What follows belongs to an exercise in optimizing a design on an open flow for small area and a short achievable clock period; a production flow would make more cautious choices. Where RTL was checked, it was by simulation tests only, not by an equivalence proof against the original. Power figures rest on the tool's default switching activity, not on a simulated workload.

== main ==
==> flow/design.v (excerpt) <==
module trace_capture_buf #(
  parameter  int DATA_W = 32,
  parameter  int DEPTH  = 64,
  localparam int ADDR_W = $clog2(DEPTH)
) (
  input  logic              clk,
  input  logic              rst,
  input  logic              arm,
  input  logic [ADDR_W:0]   post_cnt,
  input  logic              sample_en,
  input  logic [DATA_W-1:0] sample_data,
  input  logic              trig,
  output logic [1:0]        state,
  output logic [ADDR_W:0]   count,
  output logic              wrapped,
  output logic              rd_valid,
  output logic [DATA_W-1:0] rd_data,
  output logic              rd_last,
  input  logic              rd_ready
);
==> module trace_capture_buf, before the edit <==
module trace_capture_buf #(
  parameter  int DATA_W = 32,
  parameter  int DEPTH  = 64,
  localparam int ADDR_W = $clog2(DEPTH)
) (
  input  logic              clk,
  input  logic              rst,
  input  logic              arm,
  input  logic [ADDR_W:0]   post_cnt,
  input  logic              sample_en,
  input  logic [DATA_W-1:0] sample_data,
  input  logic              trig,
  output logic [1:0]        state,
  output logic [ADDR_W:0]   count,
  output logic              wrapped,
  output logic              rd_valid,
  output logic [DATA_W-1:0] rd_data,
  output logic              rd_last,
  input  logic              rd_ready
);
  localparam logic [1:0] S_IDLE = 2'd0;
  localparam logic [1:0] S_PRE  = 2'd1;
  localparam logic [1:0] S_POST = 2'd2;
  localparam logic [1:0] S_DUMP = 2'd3;
  localparam logic [ADDR_W:0] DEPTH_C = (ADDR_W+1)'(DEPTH);
  localparam logic [ADDR_W:0] ONE_C   = (ADDR_W+1)'(1);
  localparam int LO_B = 3;
  localparam int LO_W = 1 << LO_B;       
  localparam int HI_W = DEPTH / LO_W;    
  logic [1:0]          state_q;
  logic [ADDR_W:0]     count_q;
  logic                wrapped_q;
  logic [ADDR_W:0]     win_q;       
  logic [LO_W-1:0]     rlo_q;       
  logic [HI_W-1:0]     rhi_q;       
  logic                rd_valid_q;
  logic [DATA_W-1:0]   rd_data_q;
  logic                rd_last_q;
  logic [DATA_W-1:0]   mem_q [DEPTH];
  wire capt  = (state_q == S_PRE) || (state_q == S_POST);
  wire smp   = capt && sample_en;
  wire full  = (count_q == DEPTH_C);
  wire win1  = (win_q == ONE_C);
  wire trg   = (state_q == S_PRE) ? trig : 1'b1;    
  wire dump  = (state_q == S_DUMP);
  wire more  = !(rd_valid_q && rd_last_q);
  wire adv   = dump && (!rd_valid_q || rd_ready);
  wire ld    = adv && more;
  wire enter = smp && trg && win1;
  wire [ADDR_W:0] post_clamp = (post_cnt == '0)     ? ONE_C :
                               (post_cnt > DEPTH_C) ? DEPTH_C : post_cnt;
  wire [ADDR_W-1:0] first = full ? ADDR_W'(DEPTH - 1) : count_q[ADDR_W-1:0];
  logic [DATA_W-1:0] grp [HI_W];
  logic [DATA_W-1:0] rd_mux;
  always_comb begin
    for (int g = 0; g < HI_W; g++) begin
      grp[g] = '0;
      for (int j = 0; j < LO_W; j++)
        grp[g] = grp[g] | (mem_q[g*LO_W+j] & {DATA_W{rlo_q[j]}});
    end
    rd_mux = rd_data_q & {DATA_W{!ld}};
    for (int g = 0; g < HI_W; g++)
      rd_mux = rd_mux | (grp[g] & {DATA_W{rhi_q[g] && ld}});
  end
  always_ff @(posedge clk) begin
    if (rst) begin
      state_q    <= S_IDLE;
      count_q    <= '0;
      wrapped_q  <= 1'b0;
      rd_valid_q <= 1'b0;
    end else begin
      case (state_q)
        S_IDLE: if (arm) begin
          state_q   <= S_PRE;
          count_q   <= '0;
          wrapped_q <= 1'b0;
        end
        S_PRE, S_POST: if (sample_en) begin
          if (full) wrapped_q <= 1'b1;
          else      count_q   <= count_q + ONE_C;
          if (trg) state_q <= win1 ? S_DUMP : S_POST;
        end
        default: if (adv) begin
          rd_valid_q <= more;
          if (!more) state_q <= S_IDLE;
        end
      endcase
    end
  end
  always_ff @(posedge clk) begin
    if (state_q == S_IDLE && arm)
      win_q <= post_clamp;
    if (smp && trg)
      win_q <= win_q - ONE_C;
    if (enter) begin
      rlo_q <= LO_W'(1) << first[LO_B-1:0];
      rhi_q <= HI_W'(1) << first[ADDR_W-1:LO_B];
    end
    rd_data_q <= rd_mux;
    if (ld) begin
      rd_last_q <= rlo_q[0] && rhi_q[0];
      rlo_q     <= {rlo_q[0], rlo_q[LO_W-1:1]};
      if (rlo_q[0]) rhi_q <= {rhi_q[0], rhi_q[HI_W-1:1]};
    end
  end
  always_ff @(posedge clk) begin
    if (smp) begin
      mem_q[0] <= sample_data;
      for (int i = 1; i < DEPTH; i++)
        mem_q[i] <= mem_q[i-1];
    end
  end
  assign state    = state_q;
  assign count    = count_q;
  assign wrapped  = wrapped_q;
  assign rd_valid = rd_valid_q;
  assign rd_data  = rd_data_q;
  assign rd_last  = rd_last_q;
endmodule
Settings: LEC_CHECK=0, CAP_MARGIN=20, CORE_MARGIN=2, CORE_UTILIZATION=40, CTS_CLUSTER_DIAMETER=100, CTS_CLUSTER_SIZE=30, SETUP_SLACK_MARGIN=2.3, SLEW_MARGIN=20; clock period 4.5 ns.
run.sh (not shown) runs the stock make flow with config.mk's settings and CLKGATE_MAP_FILE= SYNTH_SCRIPT=/design/flow/synth_recipe.tcl, a recipe that flattens the netlist after the stock synthesis.
Here is what was changed in the inputs of the feature branch compared with main.
--- a/flow/design.v
+++ b/flow/design.v
@@ -32,6 +32,6 @@
   logic                wrapped_q;
   logic [ADDR_W:0]     win_q;       
-  logic [LO_W-1:0]     rlo_q;       
-  logic [HI_W-1:0]     rhi_q;       
+  localparam int NL   = 4;              
+  localparam int LW   = DATA_W / NL;
   logic                rd_valid_q;
   logic [DATA_W-1:0]   rd_data_q;
@@ -51,16 +51,34 @@
                                (post_cnt > DEPTH_C) ? DEPTH_C : post_cnt;
   wire [ADDR_W-1:0] first = full ? ADDR_W'(DEPTH - 1) : count_q[ADDR_W-1:0];
-  logic [DATA_W-1:0] grp [HI_W];
   logic [DATA_W-1:0] rd_mux;
-  always_comb begin
-    for (int g = 0; g < HI_W; g++) begin
-      grp[g] = '0;
-      for (int j = 0; j < LO_W; j++)
-        grp[g] = grp[g] | (mem_q[g*LO_W+j] & {DATA_W{rlo_q[j]}});
+  logic              at_row0;
+  for (genvar l = 0; l < NL; l++) begin : g_lane
+    logic [LO_W-1:0] rlo_q;
+    logic [HI_W-1:0] rhi_q;
+    logic [LW-1:0]   grp [HI_W];
+    logic [LW-1:0]   mux;
+    always_comb begin
+      for (int g = 0; g < HI_W; g++) begin
+        grp[g] = '0;
+        for (int j = 0; j < LO_W; j++)
+          grp[g] = grp[g] | (mem_q[g*LO_W+j][l*LW +: LW] & {LW{rlo_q[j]}});
+      end
+      mux = rd_data_q[l*LW +: LW] & {LW{!ld}};
+      for (int g = 0; g < HI_W; g++)
+        mux = mux | (grp[g] & {LW{rhi_q[g] && ld}});
     end
-    rd_mux = rd_data_q & {DATA_W{!ld}};
-    for (int g = 0; g < HI_W; g++)
-      rd_mux = rd_mux | (grp[g] & {DATA_W{rhi_q[g] && ld}});
+    assign rd_mux[l*LW +: LW] = mux;
+    always_ff @(posedge clk) begin
+      if (enter) begin
+        rlo_q <= LO_W'(1) << first[LO_B-1:0];
+        rhi_q <= HI_W'(1) << first[ADDR_W-1:LO_B];
+      end
+      if (ld) begin
+        rlo_q <= {rlo_q[0], rlo_q[LO_W-1:1]};
+        if (rlo_q[0]) rhi_q <= {rhi_q[0], rhi_q[HI_W-1:1]};
+      end
+    end
   end
+  assign at_row0 = g_lane[0].rlo_q[0] && g_lane[0].rhi_q[0];
   always_ff @(posedge clk) begin
     if (rst) begin
@@ -93,14 +111,7 @@
     if (smp && trg)
       win_q <= win_q - ONE_C;
-    if (enter) begin
-      rlo_q <= LO_W'(1) << first[LO_B-1:0];
-      rhi_q <= HI_W'(1) << first[ADDR_W-1:LO_B];
-    end
     rd_data_q <= rd_mux;
-    if (ld) begin
-      rd_last_q <= rlo_q[0] && rhi_q[0];
-      rlo_q     <= {rlo_q[0], rlo_q[LO_W-1:1]};
-      if (rlo_q[0]) rhi_q <= {rhi_q[0], rhi_q[HI_W-1:1]};
-    end
+    if (ld)
+      rd_last_q <= at_row0;
   end
   always_ff @(posedge clk) begin
### Flow results
The area share of and/or/nand/nor cells after synthesis in the feature branch sits 1.0 points above the value recorded for main.
main -> the feature branch: combinational-cell power consumption increased by more than half
In the feature branch relative to main, number of synthesized flops with an enable pin had gone up slightly.
Fraction of area in non-clock buffers: the feature branch and main compared, higher one is the feature branch
Sort the feature branch and main by fraction of area in registers, ascending, and the feature branch comes first.
Measured against each other, the feature branch and main differ in data required time at the worst endpoint, the lower figure coming from the feature branch.
| number of nets in the final layout | higher: the feature branch |
Number of cells in the design after placement, the feature branch and main: smaller value in main
No functional check of the RTL was part of the feature branch.

* * *

Setup of rev 12:
The RTL this note starts from:
==> flow/design.v <==
module trace_capture_buf #(
  parameter  int DATA_W = 32,
  parameter  int DEPTH  = 64,
  localparam int ADDR_W = $clog2(DEPTH)
) (
  input  logic              clk,
  input  logic              rst,
  input  logic              arm,
  input  logic [ADDR_W:0]   post_cnt,
  input  logic              sample_en,
  input  logic [DATA_W-1:0] sample_data,
  input  logic              trig,
  output logic [1:0]        state,
  output logic [ADDR_W:0]   count,
  output logic              wrapped,
  output logic              rd_valid,
  output logic [DATA_W-1:0] rd_data,
  output logic              rd_last,
  input  logic              rd_ready
);
  localparam logic [1:0] S_IDLE = 2'd0;
  localparam logic [1:0] S_PRE  = 2'd1;
  localparam logic [1:0] S_POST = 2'd2;
  localparam logic [1:0] S_DUMP = 2'd3;
  localparam logic [ADDR_W:0] DEPTH_C = (ADDR_W+1)'(DEPTH);
  localparam logic [ADDR_W:0] ONE_C   = (ADDR_W+1)'(1);
  localparam int LO_B = 3;
  localparam int LO_W = 1 << LO_B;       
  localparam int HI_W = DEPTH / LO_W;    
  logic [1:0]          state_q;
  logic [ADDR_W:0]     count_q;
  logic                wrapped_q;
  logic [ADDR_W:0]     win_q;       
  localparam int NL   = 2;              
  localparam int LW   = DATA_W / NL;
  logic                rd_valid_q;
  logic [DATA_W-1:0]   rd_data_q;
  logic                rd_last_q;
  logic [DATA_W-1:0]   mem_q [DEPTH];
  wire capt  = (state_q == S_PRE) || (state_q == S_POST);
  wire smp   = capt && sample_en;
  wire full  = (count_q == DEPTH_C);
  wire win1  = (win_q == ONE_C);
  wire trg   = (state_q == S_PRE) ? trig : 1'b1;    
  wire dump  = (state_q == S_DUMP);
  wire more  = !(rd_valid_q && rd_last_q);
  wire adv   = dump && (!rd_valid_q || rd_ready);
  wire ld    = adv && more;
  wire enter = smp && trg && win1;
  wire [ADDR_W:0] post_clamp = (post_cnt == '0)     ? ONE_C :
                               (post_cnt > DEPTH_C) ? DEPTH_C : post_cnt;
  wire [ADDR_W-1:0] first = full ? ADDR_W'(DEPTH - 1) : count_q[ADDR_W-1:0];
  logic [DATA_W-1:0] rd_mux;
  logic              at_row0, at_rowN;
  for (genvar l = 0; l < NL; l++) begin : g_lane
    logic [LO_W-1:0] rlo_q, rlo_d;
    logic [HI_W-1:0] rhi_q, rhi_d;
    logic [LW-1:0]   mux;
    wire             hi_step = ld && rlo_q[0];
    always_comb begin : g_mux
      logic [LW-1:0] grp, acc;
      acc = rd_data_q[l*LW +: LW] & {LW{!ld}};
      for (int g = 0; g < HI_W; g++) begin
        grp = '0;
        for (int j = 0; j < LO_W; j++)
          grp = grp | (mem_q[g*LO_W+j][l*LW +: LW] & {LW{rlo_q[j]}});
        acc = acc | (grp & {LW{rhi_q[g] && ld}});
      end
      mux = acc;
    end
    assign rd_mux[l*LW +: LW] = mux;
    always_comb begin
      for (int j = 0; j < LO_W; j++)
        rlo_d[j] = (enter && first[LO_B-1:0] == LO_B'(j)) ||
                   (ld && rlo_q[(j+1)%LO_W]) || (!ld && !enter && rlo_q[j]);
      for (int g = 0; g < HI_W; g++)
        rhi_d[g] = (enter && first[ADDR_W-1:LO_B] == (ADDR_W-LO_B)'(g)) ||
                   (hi_step && rhi_q[(g+1)%HI_W]) || (!hi_step && !enter && rhi_q[g]);
    end
    always_ff @(posedge clk) begin
      rlo_q <= rlo_d;
      rhi_q <= rhi_d;
    end
  end
  assign at_row0 = g_lane[0].rlo_q[0] && g_lane[0].rhi_q[0];
  assign at_rowN = g_lane[0].rlo_q[LO_W-1] && g_lane[0].rhi_q[HI_W-1];
  wire idle   = (state_q == S_IDLE);
  wire pre    = (state_q == S_PRE);
  wire post   = (state_q == S_POST);
  wire start  = idle && arm;
  wire fin    = adv && !more;
  wire go_dmp = smp && trg && win1;
  wire [1:0] state_d;
  assign state_d[0] = start || (pre && !(sample_en && trig && !win1)) ||
                      (post && sample_en && win1) || (dump && !fin);
  assign state_d[1] = (pre && sample_en && trig) || post || (dump && !fin);
  always_ff @(posedge clk) begin
    state_q    <= rst ? S_IDLE : state_d;
    count_q    <= (rst || start) ? '0 : count_q + (ADDR_W+1)'(smp && !full);
    wrapped_q  <= !rst && !start && (wrapped_q || (smp && full));
    rd_valid_q <= !rst && dump && (!rd_valid_q || !rd_ready || !rd_last_q);
    rd_last_q  <= ld ? at_row0 : at_rowN;
    rd_data_q  <= rd_mux;
  end
  always_ff @(posedge clk) begin
    if (start)
      win_q <= post_clamp;
    if (smp && trg)
      win_q <= win_q - ONE_C;
  end
  always_ff @(posedge clk) begin
    if (smp) begin
      mem_q[0] <= sample_data;
      for (int i = 1; i < DEPTH; i++)
        mem_q[i] <= mem_q[i-1];
    end
  end
  assign state    = state_q;
  assign count    = count_q;
  assign wrapped  = wrapped_q;
  assign rd_valid = rd_valid_q;
  assign rd_data  = rd_data_q;
  assign rd_last  = rd_last_q;
endmodule
==> flow/config.mk <==
export PLATFORM = sky130hd
export DESIGN_NAME = trace_capture_buf
export DESIGN_NICKNAME = trace_capture_buf
export VERILOG_FILES = /design/flow/design.v
export SDC_FILE = /design/flow/constraint.sdc
export NUM_CORES = 4
export LEC_CHECK = 0
export CAP_MARGIN = 20
export CORE_MARGIN = 2
export CORE_UTILIZATION = 40
export CTS_CLUSTER_DIAMETER = 70
export CTS_CLUSTER_SIZE = 27
export SETUP_SLACK_MARGIN = 2.3
export SLEW_MARGIN = 20
==> flow/constraint.sdc <==
create_clock -name core_clock -period 4.5 [get_ports {clk}]
set_input_delay 0.9000 -clock core_clock [delete_from_list [all_inputs] [get_ports {clk}]]
set_output_delay 0.9000 -clock core_clock [all_outputs]
set_load 0.01 [all_outputs]
standard.sh (not shown) runs the stock make flow with config.mk's settings and CLKGATE_MAP_FILE= SYNTH_SCRIPT=/design/flow/synth_recipe.tcl, a recipe that flattens the netlist after the stock synthesis.
==> flow/flow/run.sh <==
#!/bin/bash
# The standard layout, except that the ports are buffered with a plain
# buffer (buf_4) instead of the delay cell buffer_ports picks by default.
# Each step's full output goes to its own log in the work folder.
set -euo pipefail
bash standard.sh synth > synth.log 2>&1
bash standard.sh 'BUFFER_PORTS_ARGS=-buffer_cell sky130_fd_sc_hd__buf_4' finish > layout.log 2>&1
> inputs changed (rev 12 -> rev 13)
--- a/flow/design.v
+++ b/flow/design.v
@@ -28,13 +28,13 @@
   localparam int LO_W = 1 << LO_B;       
   localparam int HI_W = DEPTH / LO_W;    
   logic [1:0]          state_q;
   logic [ADDR_W:0]     count_q;
   logic                wrapped_q;
   logic [ADDR_W:0]     win_q;       
-  localparam int NL   = 2;              
+  localparam int NL   = 4;              
   localparam int LW   = DATA_W / NL;
   logic                rd_valid_q;
   logic [DATA_W-1:0]   rd_data_q;
   logic                rd_last_q;
   logic [DATA_W-1:0]   mem_q [DEPTH];
   wire capt  = (state_q == S_PRE) || (state_q == S_POST);
## What came out
Compared to rev 12, rev 13 has extra flip-flops. Measured against each other, rev 12 and rev 13 differ in global-route usage, the lower figure coming from rev 13. Going from rev 12 to rev 13, number of ordinary and repair buffers in the finished layout decreased by about 40% relative to the old numbers, H-tree depth closely matched the old numbers, sum of buffers and inverters on the critical path decreased by 1 relative to the old numbers. Post-route worst setup slack ends up higher on rev 13.
The RTL of rev 12 was laid out without a check of its function.

==> re-timing with driven ports <==
How much do the figures lean on ideal ports? The routed layouts below were timed once more, with nothing changed but the port constraints. Step 1 (the two cells are an assumption about what drives the block):
set clk [get_ports {clk}]
set_driving_cell -lib_cell sky130_fd_sc_hd__clkbuf_16 $clk
set_driving_cell -lib_cell sky130_fd_sc_hd__buf_2 [delete_from_list [all_inputs] $clk]
Step 2, shift: input delay + t, output delay - t, t = (earliest + latest rising clock arrival at the registers) / 2. This alone moves slack from input paths to output paths. Three values: ideal ports, drivers, drivers and shift; two values: the first two.
| run | t (ns) | setup slack, ns | slew at the worst register clock pin (ns) |
|---|---|---|---|
| main | 0.830 | 2.177 / 2.124 / 1.520 | 0.12 / 0.12 |
| the feature branch | 0.818 | 2.086 / 2.086 / 1.531 | 0.12 / 0.12 |
| rev 12 | 0.849 | 2.171 / 2.171 / 1.636 | 0.10 / 0.10 |
| rev 13 | 0.839 | 2.255 / 2.177 / 1.735 | 0.11 / 0.11 |
After both steps setup and hold are still met in every run listed. For main, which loses most, drivers alone change the setup slack by -0.053 ns; drivers and shift together by -0.657 ns.
